What follows belongs to an exercise in optimizing a design on an open flow for small area and a short achievable clock period; a production flow would make more cautious choices.
At most, simulation tests tie the RTL to the original design; equivalence was not proved.
The clock port is modelled as an ideal driver, which makes a skipped or thinned clock tree look cheaper than it is; a real chip needs a root buffer or a tree.
Power is estimated from default activity; no workload was simulated.

Design router, start of the top module:
module router #(
    parameter router_pkg::coord_t cur_x = '0,
    parameter router_pkg::coord_t cur_y = '0
) (
    input  logic              clk,
    input  logic              rst,
    input  router_pkg::flit_t in_xpos,
    input  logic              in_xpos_valid,
    input  router_pkg::flit_t in_ypos,
    input  logic              in_ypos_valid,
    input  router_pkg::flit_t inject_xpos,
    input  logic              inject_xpos_valid,
    input  router_pkg::flit_t inject_ypos,
    input  logic              inject_ypos_valid,
    output router_pkg::flit_t out_xpos,
    output logic              out_xpos_valid,
    output router_pkg::flit_t out_ypos,
    output logic              out_ypos_valid,
    output router_pkg::flit_t eject_xpos,
    output logic              eject_xpos_valid,
    output router_pkg::flit_t eject_ypos,
    output logic              eject_ypos_valid
);
export LEC_CHECK = 0
export CAP_MARGIN = 20
export CORE_MARGIN = 2
export CORE_UTILIZATION = 40
export SLEW_MARGIN = 20
create_clock -name core_clock -period 4.5 [get_ports {clk}]
run.sh (not shown) runs the stock make flow with config.mk's settings and CLKGATE_MAP_FILE= SYNTH_SCRIPT=/design/flow/synth_recipe.tcl, a recipe that flattens the netlist after the stock synthesis.
==> next run, changes <==
--- a/flow/config.mk
+++ b/flow/config.mk
@@ -8,4 +8,7 @@
 export CAP_MARGIN = 20
 export CORE_MARGIN = 2
-export CORE_UTILIZATION = 40
+export CORE_UTILIZATION = 65
+export CTS_CLUSTER_DIAMETER = 100
+export CTS_CLUSTER_SIZE = 30
+export SETUP_SLACK_MARGIN = 2.0
 export SLEW_MARGIN = 20
After rerunning: The new run produced a clean layout; clock-buffer cell count came out lower by 246; via count came out higher by 1.0%; cell area came out lower by 6.3%; worst setup slack gets better by 0.82 ns; fmax came out higher by 32%; global-route usage came out higher by 14 points; combinational power came out higher by about 3%; total power came out lower by 21%; synthesized area does not change; worst hold slack gets better by 0.049 ns.
No run of this note included a check of the RTL's function; only the layout flow was run.

========
router, a different RTL version from the one above (not shown whole).
Size in the first run: roughly 6100 cells after synthesis, ~3100 flip-flops, about 110000 sq um of cells after synthesis.
==> flow/config.mk <==
export PLATFORM = sky130hd
export DESIGN_NAME = router
export DESIGN_NICKNAME = router
export VERILOG_FILES = /design/flow/design.v
export SDC_FILE = /design/flow/constraint.sdc
export NUM_CORES = 4
export LEC_CHECK = 0
export CAP_MARGIN = 20
export CORE_MARGIN = 2
export CORE_UTILIZATION = 65
export MAX_ROUTING_LAYER = met4
export SETUP_SLACK_MARGIN = 2.45
export SLEW_MARGIN = 20
==> flow/constraint.sdc <==
create_clock -name core_clock -period 4.5 [get_ports {clk}]
set_input_delay 0.9000 -clock core_clock [delete_from_list [all_inputs] [get_ports {clk}]]
set_output_delay 0.9000 -clock core_clock [all_outputs]
set_load 0.01 [all_outputs]
standard.sh (not shown) runs the stock make flow with config.mk's settings and CLKGATE_MAP_FILE= SYNTH_SCRIPT=/design/flow/synth_recipe.tcl, a recipe that flattens the netlist after the stock synthesis.
==> flow/flow/run.sh <==
#!/bin/bash
# Standard ORFS layout with a few changes to how it is made:
#  - port buffers are plain buffers rather than the resizer's default pick
#  - the clock tree is a three-level tree built by flow/cts_hook.tcl in
#    place of TritonCTS (four root buffers fed by the clock port, sixteen
#    mid buffers, leaf buffers of at most 26 flip-flops each)
#  - timing repair may resize a cell to a different footprint
# make's full output (every tool it runs) goes to flow_make.log here; ORFS
# also keeps each step's own log under orfs/logs.
set -euo pipefail
export BUFFER_PORTS_ARGS="-buffer_cell sky130_fd_sc_hd__buf_2"
export PRE_CTS_TCL="$PWD/flow/cts_hook.tcl"
bash standard.sh MATCH_CELL_FOOTPRINT=0 finish > flow_make.log 2>&1
==> flow/flow/cts_hook.tcl <==
# Runs in place of TritonCTS inside ORFS's cts step (sourced as PRE_CTS_TCL):
# builds a three-level clock tree by hand, then does the rest of cts.tcl's work
# (legalize, timing repair, write the step's results) and ends the step.
source [file join [file dirname [info script]] manual_cts.tcl]
# cts.tcl only sets these after this hook
set_dont_use $::env(DONT_USE_CELLS)

mcts_build3 clk 26 16 4 sky130_fd_sc_hd__clkbuf_16 sky130_fd_sc_hd__buf_12 sky130_fd_sc_hd__buf_16
set_propagated_clock [all_clocks]

estimate_parasitics -placement
set_placement_padding -global \
  -left $::env(CELL_PAD_IN_SITES_DETAIL_PLACEMENT) \
  -right $::env(CELL_PAD_IN_SITES_DETAIL_PLACEMENT)
detailed_placement
estimate_parasitics -placement
report_clock_latency
repair_timing_helper
detailed_placement
check_placement -verbose
report_metrics 4 "cts final"
orfs_write_db $::env(RESULTS_DIR)/4_1_cts.odb
orfs_write_sdc $::env(RESULTS_DIR)/4_cts.sdc
exit
==> flow/flow/manual_cts.tcl <==
proc mcts_split {pts maxn} {
  # pts: list of {x y payload}; returns ceil(n / maxn) clusters (lists of
  # pts) of near equal size, by recursive bisection across the longer side
  set n [llength $pts]
  set k [expr {($n + $maxn - 1) / $maxn}]
  return [mcts_split_k $pts $k]
}

proc mcts_split_k {pts k} {
  if {$k <= 1} { return [list $pts] }
  set xs [lsort -integer [lmap p $pts {lindex $p 0}]]
  set ys [lsort -integer [lmap p $pts {lindex $p 1}]]
  set dx [expr {[lindex $xs end] - [lindex $xs 0]}]
  set dy [expr {[lindex $ys end] - [lindex $ys 0]}]
  set d [expr {$dx >= $dy ? 0 : 1}]
  set s [lsort -integer -index $d $pts]
  set k1 [expr {$k / 2}]
  set h [expr {([llength $s] * $k1) / $k}]
  return [concat [mcts_split_k [lrange $s 0 [expr {$h - 1}]] $k1] [mcts_split_k [lrange $s $h end] [expr {$k - $k1}]]]
}

proc mcts_split_n {pts n} {
  # split into n groups (n a power of two) by median bisection
  if {$n <= 1} { return [list $pts] }
  set xs [lsort -integer [lmap p $pts {lindex $p 0}]]
  set ys [lsort -integer [lmap p $pts {lindex $p 1}]]
  set dx [expr {[lindex $xs end] - [lindex $xs 0]}]
  set dy [expr {[lindex $ys end] - [lindex $ys 0]}]
  set k [expr {$dx >= $dy ? 0 : 1}]
  set s [lsort -integer -index $k $pts]
  set h [expr {[llength $s] / 2}]
  return [concat [mcts_split_n [lrange $s 0 [expr {$h - 1}]] [expr {$n / 2}]] [mcts_split_n [lrange $s $h end] [expr {$n / 2}]]]
}

proc mcts_centroid {pts} {
  set sx 0; set sy 0
  foreach p $pts { incr sx [lindex $p 0]; incr sy [lindex $p 1] }
  set n [llength $pts]
  return [list [expr {$sx / $n}] [expr {$sy / $n}]]
}

proc mcts_build {clk_port leaf_max nroots bufname {rootname ""}} {
  if {$rootname eq ""} { set rootname $bufname }
  set rmaster [[ord::get_db] findMaster $rootname]
  set block [ord::get_db_block]
  set master [[ord::get_db] findMaster $bufname]
  set clknet [$block findNet $clk_port]
  set sinks {}
  foreach it [$clknet getITerms] {
    set inst [$it getInst]
    set bb [$inst getBBox]
    set x [expr {([$bb xMin] + [$bb xMax]) / 2}]
    set y [expr {([$bb yMin] + [$bb yMax]) / 2}]
    lappend sinks [list $x $y $it]
  }
  puts "manual cts: [llength $sinks] sinks"
  set clusters [mcts_split $sinks $leaf_max]
  puts "manual cts: [llength $clusters] leaf clusters"
  set leaves {}
  set i 0
  foreach c $clusters {
    lassign [mcts_centroid $c] cx cy
    set inst [odb::dbInst_create $block $master "clkbuf_leaf_m_$i"]
    set net [odb::dbNet_create $block "clknet_leaf_m_$i"]
    $net setSigType CLOCK
    $inst setLocation [expr {$cx - [$master getWidth] / 2}] [expr {$cy - [$master getHeight] / 2}]
    $inst setPlacementStatus PLACED
    foreach p $c {
      set it [lindex $p 2]
      $it disconnect
      $it connect $net
    }
    [$inst findITerm X] connect $net
    lappend leaves [list $cx $cy [$inst findITerm A]]
    incr i
  }
  set groups [mcts_split_n $leaves $nroots]
  set j 0
  foreach g $groups {
    lassign [mcts_centroid $g] cx cy
    set inst [odb::dbInst_create $block $rmaster "clkbuf_root_m_$j"]
    set net [odb::dbNet_create $block "clknet_root_m_$j"]
    $net setSigType CLOCK
    $inst setLocation [expr {$cx - [$rmaster getWidth] / 2}] [expr {$cy - [$rmaster getHeight] / 2}]
    $inst setPlacementStatus PLACED
    foreach p $g { [lindex $p 2] connect $net }
    [$inst findITerm X] connect $net
    [$inst findITerm A] connect $clknet
    incr j
  }
  puts "manual cts: $j root buffers"
}

proc mcts_build3 {clk_port leaf_max nmid nroots leafname midname rootname} {
  # three levels: roots fed by the clock port, mid buffers, leaf buffers
  set block [ord::get_db_block]
  set db [ord::get_db]
  set lm [$db findMaster $leafname]
  set mm [$db findMaster $midname]
  set rm [$db findMaster $rootname]
  set clknet [$block findNet $clk_port]
  set sinks {}
  foreach it [$clknet getITerms] {
    set inst [$it getInst]
    set bb [$inst getBBox]
    lappend sinks [list [expr {([$bb xMin] + [$bb xMax]) / 2}] [expr {([$bb yMin] + [$bb yMax]) / 2}] $it]
  }
  set level {}
  set i 0
  foreach c [mcts_split $sinks $leaf_max] {
    lappend level [mcts_place_driver $block $lm "clkbuf_leaf_m_$i" "clknet_leaf_m_$i" $c]
    incr i
  }
  set mids {}
  set i 0
  foreach g [mcts_split_n $level $nmid] {
    lappend mids [mcts_place_driver $block $mm "clkbuf_mid_m_$i" "clknet_mid_m_$i" $g]
    incr i
  }
  set i 0
  foreach g [mcts_split_n $mids $nroots] {
    set d [mcts_place_driver $block $rm "clkbuf_root_m_$i" "clknet_root_m_$i" $g]
    [lindex $d 2] connect $clknet
    incr i
  }
  puts "manual cts: [llength $level] leaves, [llength $mids] mids, $i roots"
}

proc mcts_place_driver {block master iname nname pts} {
  # a buffer at the centroid of pts driving their pins; returns its input
  lassign [mcts_centroid $pts] cx cy
  set inst [odb::dbInst_create $block $master $iname]
  set net [odb::dbNet_create $block $nname]
  $net setSigType CLOCK
  $inst setLocation [expr {$cx - [$master getWidth] / 2}] [expr {$cy - [$master getHeight] / 2}]
  $inst setPlacementStatus PLACED
  foreach p $pts {
    set it [lindex $p 2]
    if {[$it getNet] ne "NULL"} { $it disconnect }
    $it connect $net
  }
  [$inst findITerm X] connect $net
  return [list $cx $cy [$inst findITerm A]]
}
The starting point went through all stages and came out clean.
Rerun with:
Settings changed: SETUP_SLACK_MARGIN 2.45 to 2.6.
Result: The changed run finished clean; hold slack got worse by 0.0040 ns; area after synthesis is unchanged; first-iteration DRC count went up by 7.1%; fmax is higher by about 2.5%; via count rose by about 2.3%; synthesized cell count stays the same; power increases by about 1.5%; global-route usage grows by 1.9 points; design area climbs by 3.0%; core utilization rises by 2.2 points; critical path depth falls by 2.
Rerun with:
==> flow/flow/run.sh (replaced) <==
#!/bin/bash
# Standard ORFS layout with a few changes to how it is made:
#  - port buffers are plain buffers rather than the resizer's default pick
#  - the clock tree is a two-level tree built by flow/cts_hook.tcl in place
#    of TritonCTS (four root buffers fed by the clock port, leaf buffers of
#    at most 28 flip-flops each)
#  - timing repair may resize a cell to a different footprint
# make's full output (every tool it runs) goes to flow_make.log here; ORFS
# also keeps each step's own log under orfs/logs.
set -euo pipefail
export BUFFER_PORTS_ARGS="-buffer_cell sky130_fd_sc_hd__buf_2"
export PRE_CTS_TCL="$PWD/flow/cts_hook.tcl"
bash standard.sh MATCH_CELL_FOOTPRINT=0 finish > flow_make.log 2>&1
--- a/flow/flow/cts_hook.tcl
+++ b/flow/flow/cts_hook.tcl
@@ -1,4 +1,4 @@
 # Runs in place of TritonCTS inside ORFS's cts step (sourced as PRE_CTS_TCL):
-# builds a three-level clock tree by hand, then does the rest of cts.tcl's work
+# builds a two-level clock tree by hand, then does the rest of cts.tcl's work
 # (legalize, timing repair, write the step's results) and ends the step.
 source [file join [file dirname [info script]] manual_cts.tcl]
@@ -6,5 +6,5 @@
 set_dont_use $::env(DONT_USE_CELLS)
 
-mcts_build3 clk 26 16 4 sky130_fd_sc_hd__clkbuf_16 sky130_fd_sc_hd__buf_12 sky130_fd_sc_hd__buf_16
+mcts_build clk 28 4 sky130_fd_sc_hd__clkbuf_16 sky130_fd_sc_hd__clkbuf_16
 set_propagated_clock [all_clocks]
 
--- a/flow/flow/manual_cts.tcl
+++ b/flow/flow/manual_cts.tcl
@@ -91,54 +91,2 @@
   puts "manual cts: $j root buffers"
 }
-
-proc mcts_build3 {clk_port leaf_max nmid nroots leafname midname rootname} {
-  # three levels: roots fed by the clock port, mid buffers, leaf buffers
-  set block [ord::get_db_block]
-  set db [ord::get_db]
-  set lm [$db findMaster $leafname]
-  set mm [$db findMaster $midname]
-  set rm [$db findMaster $rootname]
-  set clknet [$block findNet $clk_port]
-  set sinks {}
-  foreach it [$clknet getITerms] {
-    set inst [$it getInst]
-    set bb [$inst getBBox]
-    lappend sinks [list [expr {([$bb xMin] + [$bb xMax]) / 2}] [expr {([$bb yMin] + [$bb yMax]) / 2}] $it]
-  }
-  set level {}
-  set i 0
-  foreach c [mcts_split $sinks $leaf_max] {
-    lappend level [mcts_place_driver $block $lm "clkbuf_leaf_m_$i" "clknet_leaf_m_$i" $c]
-    incr i
-  }
-  set mids {}
-  set i 0
-  foreach g [mcts_split_n $level $nmid] {
-    lappend mids [mcts_place_driver $block $mm "clkbuf_mid_m_$i" "clknet_mid_m_$i" $g]
-    incr i
-  }
-  set i 0
-  foreach g [mcts_split_n $mids $nroots] {
-    set d [mcts_place_driver $block $rm "clkbuf_root_m_$i" "clknet_root_m_$i" $g]
-    [lindex $d 2] connect $clknet
-    incr i
-  }
-  puts "manual cts: [llength $level] leaves, [llength $mids] mids, $i roots"
-}
-
-proc mcts_place_driver {block master iname nname pts} {
-  # a buffer at the centroid of pts driving their pins; returns its input
-  lassign [mcts_centroid $pts] cx cy
-  set inst [odb::dbInst_create $block $master $iname]
-  set net [odb::dbNet_create $block $nname]
-  $net setSigType CLOCK
-  $inst setLocation [expr {$cx - [$master getWidth] / 2}] [expr {$cy - [$master getHeight] / 2}]
-  $inst setPlacementStatus PLACED
-  foreach p $pts {
-    set it [lindex $p 2]
-    if {[$it getNet] ne "NULL"} { $it disconnect }
-    $it connect $net
-  }
-  [$inst findITerm X] connect $net
-  return [list $cx $cy [$inst findITerm A]]
-}
Settings changed: SETUP_SLACK_MARGIN 2.6 to 2.5.
Result: The new run completed with no timing, DRC or antenna violations; via count is lower by 1.5%; combinational power is lower by about 2%; sequential share of layout area is higher by 0.72 points.
In every run of this note, the design's own scripts or RTL, not TritonCTS, make the clock network.

## static timing again, ports no longer ideal
How much do the figures lean on ideal ports? The routed layouts below were timed once more, with nothing changed but the port constraints. Step 1: set_driving_cell puts a clkbuf_16 on clk and a buf_2 on each other input, an assumption about the parent block. Step 2, shift: input delay + t, output delay - t, t = (earliest + latest rising clock arrival at the registers) / 2. This alone moves slack from input paths to output paths. Slacks: no drivers / after step 1 / after step 2; pairs: no drivers / after step 1.
| run | t, ns | slack for setup (ns) | clock arrival spread, ns | slew at the worst register clock pin (ns) | worst data-port slew with drivers (ns) |
|---|---|---|---|---|---|
| the first run of note 1 | 1.018 | 1.145 / 1.053 / 1.213 | 0.119 / 0.118 | 0.06 / 0.06 | 0.20 |
| the second run of note 1 | 0.874 | 1.962 / 1.921 / 1.056 | 0.032 / 0.032 | 0.12 / 0.12 | 0.30 |
| the first run of note 2 | 0.742 | 2.356 / 2.197 / 1.766 | 0.052 / 0.051 | 0.10 / 0.10 | 0.27 |
| the second run of note 2 | 0.752 | 2.409 / 2.218 / 1.795 | 0.054 / 0.053 | 0.10 / 0.10 | 0.36 |
| the third run of note 2 | 0.853 | 2.276 / 2.084 / 1.709 | 0.065 / 0.065 | 0.12 / 0.12 | 0.25 |
After both steps setup and hold are still met in every run listed. For the second run of note 1, which loses most, drivers alone change the setup slack by -0.041 ns; drivers and shift together by -0.906 ns.
